Source: an optimization exercise on an open RTL-to-GDS flow (aim: small area and a short achievable clock period). Production flows keep margins and buffers that such runs may drop. At most, simulation tests tie the RTL to the original design; equivalence was not proved. Power is estimated from default activity; no workload was simulated.

== job 105 ==
==> flow/design.v (excerpt) <==
module rob_top (
	input wire clk,
	input wire rst_n,
	input wire pipe_flush,
	input wire [1:0] disp_valid,
	input wire [105:0] disp_pkt,
	output wire [1:0] disp_ready,
	output wire [9:0] resp_tag,
	input wire [1:0] wb_valid,
	input wire [9:0] wb_tag,
	input wire wb_br_misp,
	input wire wb_br_dir,
	input wire [31:0] wb_redirect_pc,
	output wire [1:0] ret_valid,
	output wire [181:0] ret_pkt
);
For scale: ~3300 cells after synthesis, roughly 350 I/O pins, about 46000 um2 of cells after synthesis.
Settings: LEC_CHECK=0, CAP_MARGIN=20, CORE_MARGIN=2, CORE_UTILIZATION=40, CTS_BUF_LIST=sky130_fd_sc_hd__clkbuf_16, CTS_CLUSTER_DIAMETER=60, CTS_CLUSTER_SIZE=20, SETUP_SLACK_MARGIN=2.9, SLEW_MARGIN=20; clock period 5.5 ns.
standard.sh (not shown) runs the stock make flow with config.mk's settings and CLKGATE_MAP_FILE= SYNTH_SCRIPT=/design/flow/synth_recipe.tcl, a recipe that flattens the netlist after the stock synthesis.
==> flow/flow/run.sh <==
#!/bin/bash
# The standard layout (standard.sh), with plain buf_1 cells as the port buffers instead of the
# buffer_ports default. Make's output goes to standard_flow.log; each ORFS step keeps its own
# log under orfs/logs/.
set -euo pipefail
export BUFFER_PORTS_ARGS="-buffer_cell sky130_fd_sc_hd__buf_1"
bash standard.sh finish > standard_flow.log 2>&1
Inputs modified between job 105 and job 104:
- a change of CTS_CLUSTER_DIAMETER from 60 to 50
- a change of CTS_CLUSTER_SIZE from 20 to 12
- a change of CTS_BUF_LIST from sky130_fd_sc_hd__clkbuf_16 to sky130_fd_sc_hd__clkbuf_8
[summary]
- Job 104 was carried through to the last stage, and its layout satisfied the timing, design-rule and antenna checks.
- Synthesized area across job 104 and job 105: no real change.
- Diff job 104..job 105 | reg-to-reg setup timing slack | negligible
- Delta(worst hold margin, job 104 - job 105) < 0
- According to the power report, total power for job 104 is lower than for job 105.
- Final critical delay including setup and external delays: job 104 worse than job 105
- Job 104 vs. job 105: worst setup slack after layout lost 4.3 ps, first-pass GRT wire length barely changed.
No run of this note included a check of the RTL's function; only the layout flow was run.

---

Another version of the RTL of rob_top (not shown whole).
For scale: ~3300 cells after synthesis, about 1100 flip-flops, ~350 I/O pins, about 46000 sq um of cells after synthesis.
Design rob_top, start of the top module:
module rob_top (
	input wire clk,
	input wire rst_n,
	input wire pipe_flush,
	input wire [1:0] disp_valid,
	input wire [105:0] disp_pkt,
	output wire [1:0] disp_ready,
	output wire [9:0] resp_tag,
	input wire [1:0] wb_valid,
	input wire [9:0] wb_tag,
	input wire wb_br_misp,
	input wire wb_br_dir,
	input wire [31:0] wb_redirect_pc,
	output wire [1:0] ret_valid,
	output wire [181:0] ret_pkt
);
export LEC_CHECK = 0
export CAP_MARGIN = 20
export CORE_MARGIN = 2
export CORE_UTILIZATION = 40
export CTS_BUF_LIST = sky130_fd_sc_hd__clkbuf_8
export CTS_CLUSTER_DIAMETER = 50
export CTS_CLUSTER_SIZE = 12
export SETUP_SLACK_MARGIN = 2.8
export SLEW_MARGIN = 20
create_clock -name core_clock -period 5.5 [get_ports {clk}]
Scripts as last shown in full above: flow/flow/run.sh
Then changed:
--- a/flow/config.mk
+++ b/flow/config.mk
@@ -13,3 +13,3 @@
 export CTS_CLUSTER_SIZE = 12
-export SETUP_SLACK_MARGIN = 2.8
+export SETUP_SLACK_MARGIN = 2.95
 export SLEW_MARGIN = 20
Critical path depth grows by 10.
Global-route usage grows by 0.28 points.
Cell area grows by about 1.2%.
Sequential cell count is unchanged.
Hold slack is worse by 140 ps.
Worst setup slack is worse by 69 ps.
Function was not checked in any run of this note: the RTL went through the layout flow alone.

---

run 1:
Another version of the RTL of rob_top (not shown whole).
Size: ~3100 cells after synthesis, roughly 44000 um2 of cells after synthesis.
Settings: LEC_CHECK=0, CAP_MARGIN=20, CORE_MARGIN=2, CORE_UTILIZATION=40, SETUP_SLACK_MARGIN=3.0, SLEW_MARGIN=20; clock period 5.5 ns.
==> flow/flow/run.sh <==
#!/bin/bash
# The standard layout (standard.sh) with two changes: plain buf_1 cells as the port buffers
# instead of the buffer_ports default, and a clock tree of clkbuf_8 cells under a clkbuf_16
# root with no dummy loads. Make's output goes to standard_flow.log; each ORFS step keeps its
# own log under orfs/logs/.
set -euo pipefail
export BUFFER_PORTS_ARGS="-buffer_cell sky130_fd_sc_hd__buf_1"
export CTS_ARGS="-sink_clustering_enable -repair_clock_nets -dont_use_dummy_load -root_buf sky130_fd_sc_hd__clkbuf_16 -buf_list sky130_fd_sc_hd__clkbuf_8 -sink_clustering_size 12 -sink_clustering_max_diameter 50"
bash standard.sh finish > standard_flow.log 2>&1
The final layout from run 1, which completed every stage, passed the timing, design-rule and antenna checks at the end of the flow.
## Diff of input files: run 2 against run 1
# run 1
export LEC_CHECK = 0
export CAP_MARGIN = 20
export CORE_MARGIN = 2
export CORE_UTILIZATION = 40
export SETUP_SLACK_MARGIN = 3.0
export SLEW_MARGIN = 20
create_clock -name core_clock -period 5.5 [get_ports {clk}]
# run 2
export LEC_CHECK = 0
export CAP_MARGIN = 20
export CORE_MARGIN = 2
export CORE_UTILIZATION = 40
export SETUP_SLACK_MARGIN = 2.9
export SLEW_MARGIN = 20
create_clock -name core_clock -period 5.5 [get_ports {clk}]
On area of placed instances, run 1 and run 2 are basically level. Combinational power share, run 1 and run 2, lower one = run 2. Run 2 vs run 1: non-clock buffer count in the final layout down by more than 10%. Run 2 reports a higher power per cell area than run 1 does. Run 2 vs run 1: top achievable clock speed up slightly. Run 2 vs. run 1: fraction of standard cell area in multi-input logic closely matched the old numbers; gate count after technology mapping saw little to no change. Run 2 consumes less power than run 1 does.
Relative to run 2, the following input files were edited for run 3:
# run 2
export LEC_CHECK = 0
export CAP_MARGIN = 20
export CORE_MARGIN = 2
export CORE_UTILIZATION = 40
export SETUP_SLACK_MARGIN = 2.9
export SLEW_MARGIN = 20
create_clock -name core_clock -period 5.5 [get_ports {clk}]
# run 3
export LEC_CHECK = 0
export CAP_MARGIN = 20
export CORE_MARGIN = 2
export CORE_UTILIZATION = 40
export SETUP_SLACK_MARGIN = 3.1
export SLEW_MARGIN = 20
create_clock -name core_clock -period 5.5 [get_ports {clk}]
Findings:
- Hold slack was higher in run 3 than in run 2.
- Compared to run 2, run 3 has total global-route track usage 0.66 points higher.
- Run 3 falls short of run 2 in routed wire length.
- Run 3 falls short of run 2 in total non-filler cell area in the finished layout.
- Of the two values seen for end of the critical path, hp_q was produced by run 3 and l1_q[54] by run 2.
- Where via count is concerned, run 2 is better than run 3.
- Run 3 vs. run 2: wire length of the first global-routing pass shows an increase of 2.0%, layout cell share with drive strength beyond 1 shows an increase of 6.6 points.

---

## run a
rob_top, a different RTL version from the one above (not shown whole).
For scale: roughly 3000 cells after synthesis, ~1100 flip-flops, about 350 I/O pins, roughly 44000 µm² of cells after synthesis.
// rob_top
module rob_top (
	input wire clk,
	input wire rst_n,
	input wire pipe_flush,
	input wire [1:0] disp_valid,
	input wire [105:0] disp_pkt,
	output wire [1:0] disp_ready,
	output wire [9:0] resp_tag,
	input wire [1:0] wb_valid,
	input wire [9:0] wb_tag,
	input wire wb_br_misp,
	input wire wb_br_dir,
	input wire [31:0] wb_redirect_pc,
	output wire [1:0] ret_valid,
	output wire [181:0] ret_pkt
);
export LEC_CHECK = 0
export CAP_MARGIN = 20
export CORE_MARGIN = 2
export CORE_UTILIZATION = 60
export SETUP_SLACK_MARGIN = 2.8
export SLEW_MARGIN = 20
create_clock -name core_clock -period 5.5 [get_ports {clk}]
==> flow/flow/run.sh <==
#!/bin/bash
# The standard layout (standard.sh) with two changes: plain buf_1 cells as the port buffers
# instead of the buffer_ports default, and a clock tree of clkbuf_8 cells under a clkbuf_16
# root with no dummy loads. Make's output goes to standard_flow.log; each ORFS step keeps its
# own log under orfs/logs/.
set -euo pipefail
export BUFFER_PORTS_ARGS="-buffer_cell sky130_fd_sc_hd__buf_1"
export CTS_ARGS="-sink_clustering_enable -repair_clock_nets -dont_use_dummy_load -root_buf sky130_fd_sc_hd__clkbuf_16 -buf_list sky130_fd_sc_hd__clkbuf_8 -sink_clustering_size 16 -sink_clustering_max_diameter 50"
bash standard.sh finish > standard_flow.log 2>&1
Run a: all stages complete, timing, DRC and antenna checks passed
The following lists how run b was set up differently from run a:
Settings: CORE_UTILIZATION: 60 -> 40; SETUP_SLACK_MARGIN: 2.8 -> 2.7.
-- flow/flow/run.sh --
<<< run a, line 8
export CTS_ARGS="-sink_clustering_enable -repair_clock_nets -dont_use_dummy_load -root_buf sky130_fd_sc_hd__clkbuf_16 -buf_list sky130_fd_sc_hd__clkbuf_8 -sink_clustering_size 16 -sink_clustering_max_diameter 50"
>>> run b, line 8
export CTS_ARGS="-sink_clustering_enable -repair_clock_nets -dont_use_dummy_load -root_buf sky130_fd_sc_hd__clkbuf_16 -buf_list sky130_fd_sc_hd__clkbuf_8 -sink_clustering_size 12 -sink_clustering_max_diameter 50"
==> summary.txt <==
Run b against run a: switching power summed over all nets down 4.3%, floorplan die height rose by about 22%, setup slack saw a decrease.

---

The RTL this note starts from:
==> flow/design.v <==
`timescale 1ns/100ps
`default_nettype none
module rob_top (
	input wire clk,
	input wire rst_n,
	input wire pipe_flush,
	input wire [1:0] disp_valid,
	input wire [105:0] disp_pkt,
	output wire [1:0] disp_ready,
	output wire [9:0] resp_tag,
	input wire [1:0] wb_valid,
	input wire [9:0] wb_tag,
	input wire wb_br_misp,
	input wire wb_br_dir,
	input wire [31:0] wb_redirect_pc,
	output wire [1:0] ret_valid,
	output wire [181:0] ret_pkt
);
	localparam int PW = 49;  
	logic [4:0] head_q, tail_q;
	logic [15:0] v_q;     
	logic [15:0] c_q;     
	logic [15:0] br_q;    
	logic [15:0] dir_q;   
	logic [15:0] mis_q;   
	logic [15:0] ex1_q;   
	logic [15:0] ex0_q;   
	logic [16*PW-1:0] pay_q;
	logic mp_q;
	logic [4:0] mp_tag_q;
	logic [31:0] mp_pc_q;
	logic [4:0] used;
	logic rdy0, rdy1, acc0, acc1;
	assign used = tail_q - head_q;
	assign rdy0 = !mp_q && !pipe_flush && !used[4];
	assign rdy1 = !mp_q && !pipe_flush && !used[4] && (used[3:0] != 4'hf);
	assign acc0 = disp_valid[0] && rdy0;
	assign acc1 = disp_valid[1] && rdy1;
	assign disp_ready = {rdy1, rdy0};
	assign resp_tag = {tail_q + 5'd1, tail_q};
	logic [52:0] wr_e, wr_o;
	assign wr_e = tail_q[0] ? disp_pkt[105:53] : disp_pkt[52:0];
	assign wr_o = tail_q[0] ? disp_pkt[52:0] : disp_pkt[105:53];
	logic [2:0] eidx, oidx;
	assign oidx = head_q[3:1];
	assign eidx = head_q[3:1] + {2'b00, head_q[0]};
	logic [7:0] esel, osel;
	always_comb begin
		for (int j = 0; j < 8; j++) begin
			esel[j] = (eidx == 3'(j));
			osel[j] = (oidx == 3'(j));
		end
	end
	localparam int RDW = PW + 7;
	logic [RDW-1:0] rd_e, rd_o;
	always_comb begin
		rd_e = '0;
		rd_o = '0;
		for (int j = 0; j < 8; j++) begin
			rd_e = rd_e | ({RDW{esel[j]}} & {pay_q[(2*j)*PW +: PW], br_q[2*j], dir_q[2*j],
				mis_q[2*j], ex1_q[2*j], ex0_q[2*j], v_q[2*j], c_q[2*j]});
			rd_o = rd_o | ({RDW{osel[j]}} & {pay_q[(2*j+1)*PW +: PW], br_q[2*j+1], dir_q[2*j+1],
				mis_q[2*j+1], ex1_q[2*j+1], ex0_q[2*j+1], v_q[2*j+1], c_q[2*j+1]});
		end
	end
	logic [RDW-1:0] rd0, rd1;
	assign rd0 = head_q[0] ? rd_o : rd_e;
	assign rd1 = head_q[0] ? rd_e : rd_o;
	logic cut0, cut1, ret0, ret1, rflush;
	assign cut0 = rd0[4] | rd0[3] | rd0[2];
	assign cut1 = rd1[4] | rd1[3] | rd1[2];
	assign ret0 = rd0[1] & rd0[0];
	assign ret1 = ret0 & !cut0 & rd1[1] & rd1[0] & !(rd0[6] & rd1[6]);
	assign rflush = (ret0 & cut0) | (ret1 & cut1);
	assign ret_valid = {ret1, ret0};
	logic [31:0] redir;
	assign redir = mp_pc_q & {32{mp_q}};
	assign ret_pkt[90:0] = {rd0[RDW-1:7], head_q, rd0[6:2], redir};
	assign ret_pkt[181:91] = {rd1[RDW-1:7], head_q + 5'd1, rd1[6:2], redir};
	always_ff @(posedge clk or negedge rst_n) begin
		if (!rst_n) begin
			head_q <= '0;
			tail_q <= '0;
		end else if (pipe_flush) begin
			head_q <= '0;
			tail_q <= '0;
		end else begin
			head_q <= head_q + {4'd0, ret0} + {4'd0, ret1};
			tail_q <= tail_q + {4'd0, acc0} + {4'd0, acc1};
		end
	end
	logic [4:0] new_dist, old_dist;
	logic mp_upd;
	assign new_dist = wb_tag[4:0] - head_q;
	assign old_dist = mp_tag_q - head_q;
	assign mp_upd = wb_valid[0] && wb_br_misp && (!mp_q || new_dist < old_dist);
	always_ff @(posedge clk or negedge rst_n) begin
		if (!rst_n) begin
			mp_q <= 1'b0;
		end else if (pipe_flush) begin
			mp_q <= 1'b0;
		end else if (mp_upd) begin
			mp_q <= 1'b1;
		end
	end
	always_ff @(posedge clk) begin
		if (mp_upd) begin
			mp_tag_q <= wb_tag[4:0];
			mp_pc_q <= wb_redirect_pc;
		end
	end
	logic [15:0] wb0_hit, wb1_hit;
	always_comb begin
		for (int i = 0; i < 16; i++) begin
			wb0_hit[i] = wb_valid[0] && (wb_tag[3:0] == 4'(i));
			wb1_hit[i] = wb_valid[1] && (wb_tag[8:5] == 4'(i));
		end
	end
	for (genvar i = 0; i < 16; i++) begin : g_slot
		localparam logic [3:0] IDX = 4'(i);
		localparam logic [3:0] IDXM1 = 4'(i - 1);
		wire [52:0] wr = (i % 2 == 0) ? wr_e : wr_o;
		wire alloc = (acc0 && tail_q[3:0] == IDX) || (acc1 && tail_q[3:0] == IDXM1);
		wire clr = (ret0 && head_q[3:0] == IDX) || (ret1 && head_q[3:0] == IDXM1);
		always_ff @(posedge clk or negedge rst_n) begin
			if (!rst_n) begin
				v_q[i] <= 1'b0;
			end else if (pipe_flush) begin
				v_q[i] <= 1'b0;
			end else if (alloc) begin
				v_q[i] <= 1'b1;
			end else if (clr || rflush) begin
				v_q[i] <= 1'b0;
			end
		end
		always_ff @(posedge clk) begin
			if (!v_q[i]) begin
				pay_q[i*PW +: PW] <= wr[52:4];
				br_q[i] <= wr[3];
				ex1_q[i] <= wr[0];
				ex0_q[i] <= wr[1] & !wr[0];
				c_q[i] <= wr[2] | wr[1] | wr[0];
				dir_q[i] <= 1'b0;
				mis_q[i] <= 1'b0;
			end else begin
				if (wb0_hit[i] || wb1_hit[i]) begin
					c_q[i] <= 1'b1;
				end
				if (wb0_hit[i]) begin
					dir_q[i] <= wb_br_dir;
					mis_q[i] <= wb_br_misp;
				end
			end
		end
	end
endmodule
`default_nettype wire
==> flow/config.mk <==
export PLATFORM = sky130hd
export DESIGN_NAME = rob_top
export DESIGN_NICKNAME = rob_top
export VERILOG_FILES = /design/flow/design.v
export SDC_FILE = /design/flow/constraint.sdc
export NUM_CORES = 4
export LEC_CHECK = 0
export CAP_MARGIN = 20
export CORE_MARGIN = 2
export CORE_UTILIZATION = 40
export SETUP_SLACK_MARGIN = 3.0
export SLEW_MARGIN = 20
==> flow/constraint.sdc <==
create_clock -name core_clock -period 5.5 [get_ports {clk}]
set_input_delay 1.1000 -clock core_clock [delete_from_list [all_inputs] [get_ports {clk}]]
set_output_delay 1.1000 -clock core_clock [all_outputs]
set_load 0.01 [all_outputs]
run.sh (not shown) runs the stock make flow with config.mk's settings and CLKGATE_MAP_FILE= SYNTH_SCRIPT=/design/flow/synth_recipe.tcl, a recipe that flattens the netlist after the stock synthesis.
Stock flow here: none of the scripts above is used.
The baseline passed the timing, design-rule and antenna checks.
Change:
SETUP_SLACK_MARGIN = default   (was 3.0)
After rerunning:
- combinational power decreases by 18%
- cell count drops by 6.0%
- cell area came out lower by 9.7%
- via count drops by 7.9%

==> port drivers added, routing unchanged <==
The results above use ideal ports. As a check the final layouts listed here were re-extracted and re-timed, cells and wires unchanged.
Step 1 sets driving cells, clkbuf_16 on the clock port and buf_2 on the other inputs (assumed; they add their load-dependent delay and slew).
Step 2, shift: input delay + t, output delay - t, t = (earliest + latest rising clock arrival at the registers) / 2. This alone moves slack from input paths to output paths.
Slacks: ideal ports / drivers / drivers and shift; pairs: ideal ports / drivers.
run	t (ns)	setup slack, ns	worst setup path at the end	slew at the worst register clock pin (ns)	worst slew at a driven data input, ns
job 105	0.754	2.276 / 2.270 / 1.517	input to register	0.08 / 0.08	0.15
job 104	0.882	2.272 / 2.272 / 1.444	input to register	0.09 / 0.09	0.15
the first run of note 2	0.904	2.685 / 2.611 / 1.813	input to register	0.09 / 0.09	0.18
the second run of note 2	0.889	2.615 / 2.615 / 1.824	input to register	0.09 / 0.09	0.18
run 1	0.690	2.854 / 2.794 / 2.199	input to register	0.09 / 0.09	0.26
run 2	0.718	2.866 / 2.839 / 2.204	input to register	0.09 / 0.09	0.20
run 3	0.710	2.885 / 2.885 / 2.231	input to register	0.09 / 0.09	0.21
run a	0.679	2.679 / 2.679 / 2.095	input to register	0.10 / 0.10	0.16
run b	0.694	2.661 / 2.660 / 1.984	input to register	0.09 / 0.09	0.21
the first run of note 5	0.736	0.884 / 0.815 / 1.345	input to register	0.07 / 0.07	0.19
the second run of note 5	0.720	0.137 / 0.065 / 0.672	input to register	0.07 / 0.07	0.19
After both steps every run listed still meets setup and hold. The setup slack of the first run of note 2, which loses most, moves by -0.074 ns with the drivers and by -0.872 ns with both steps.
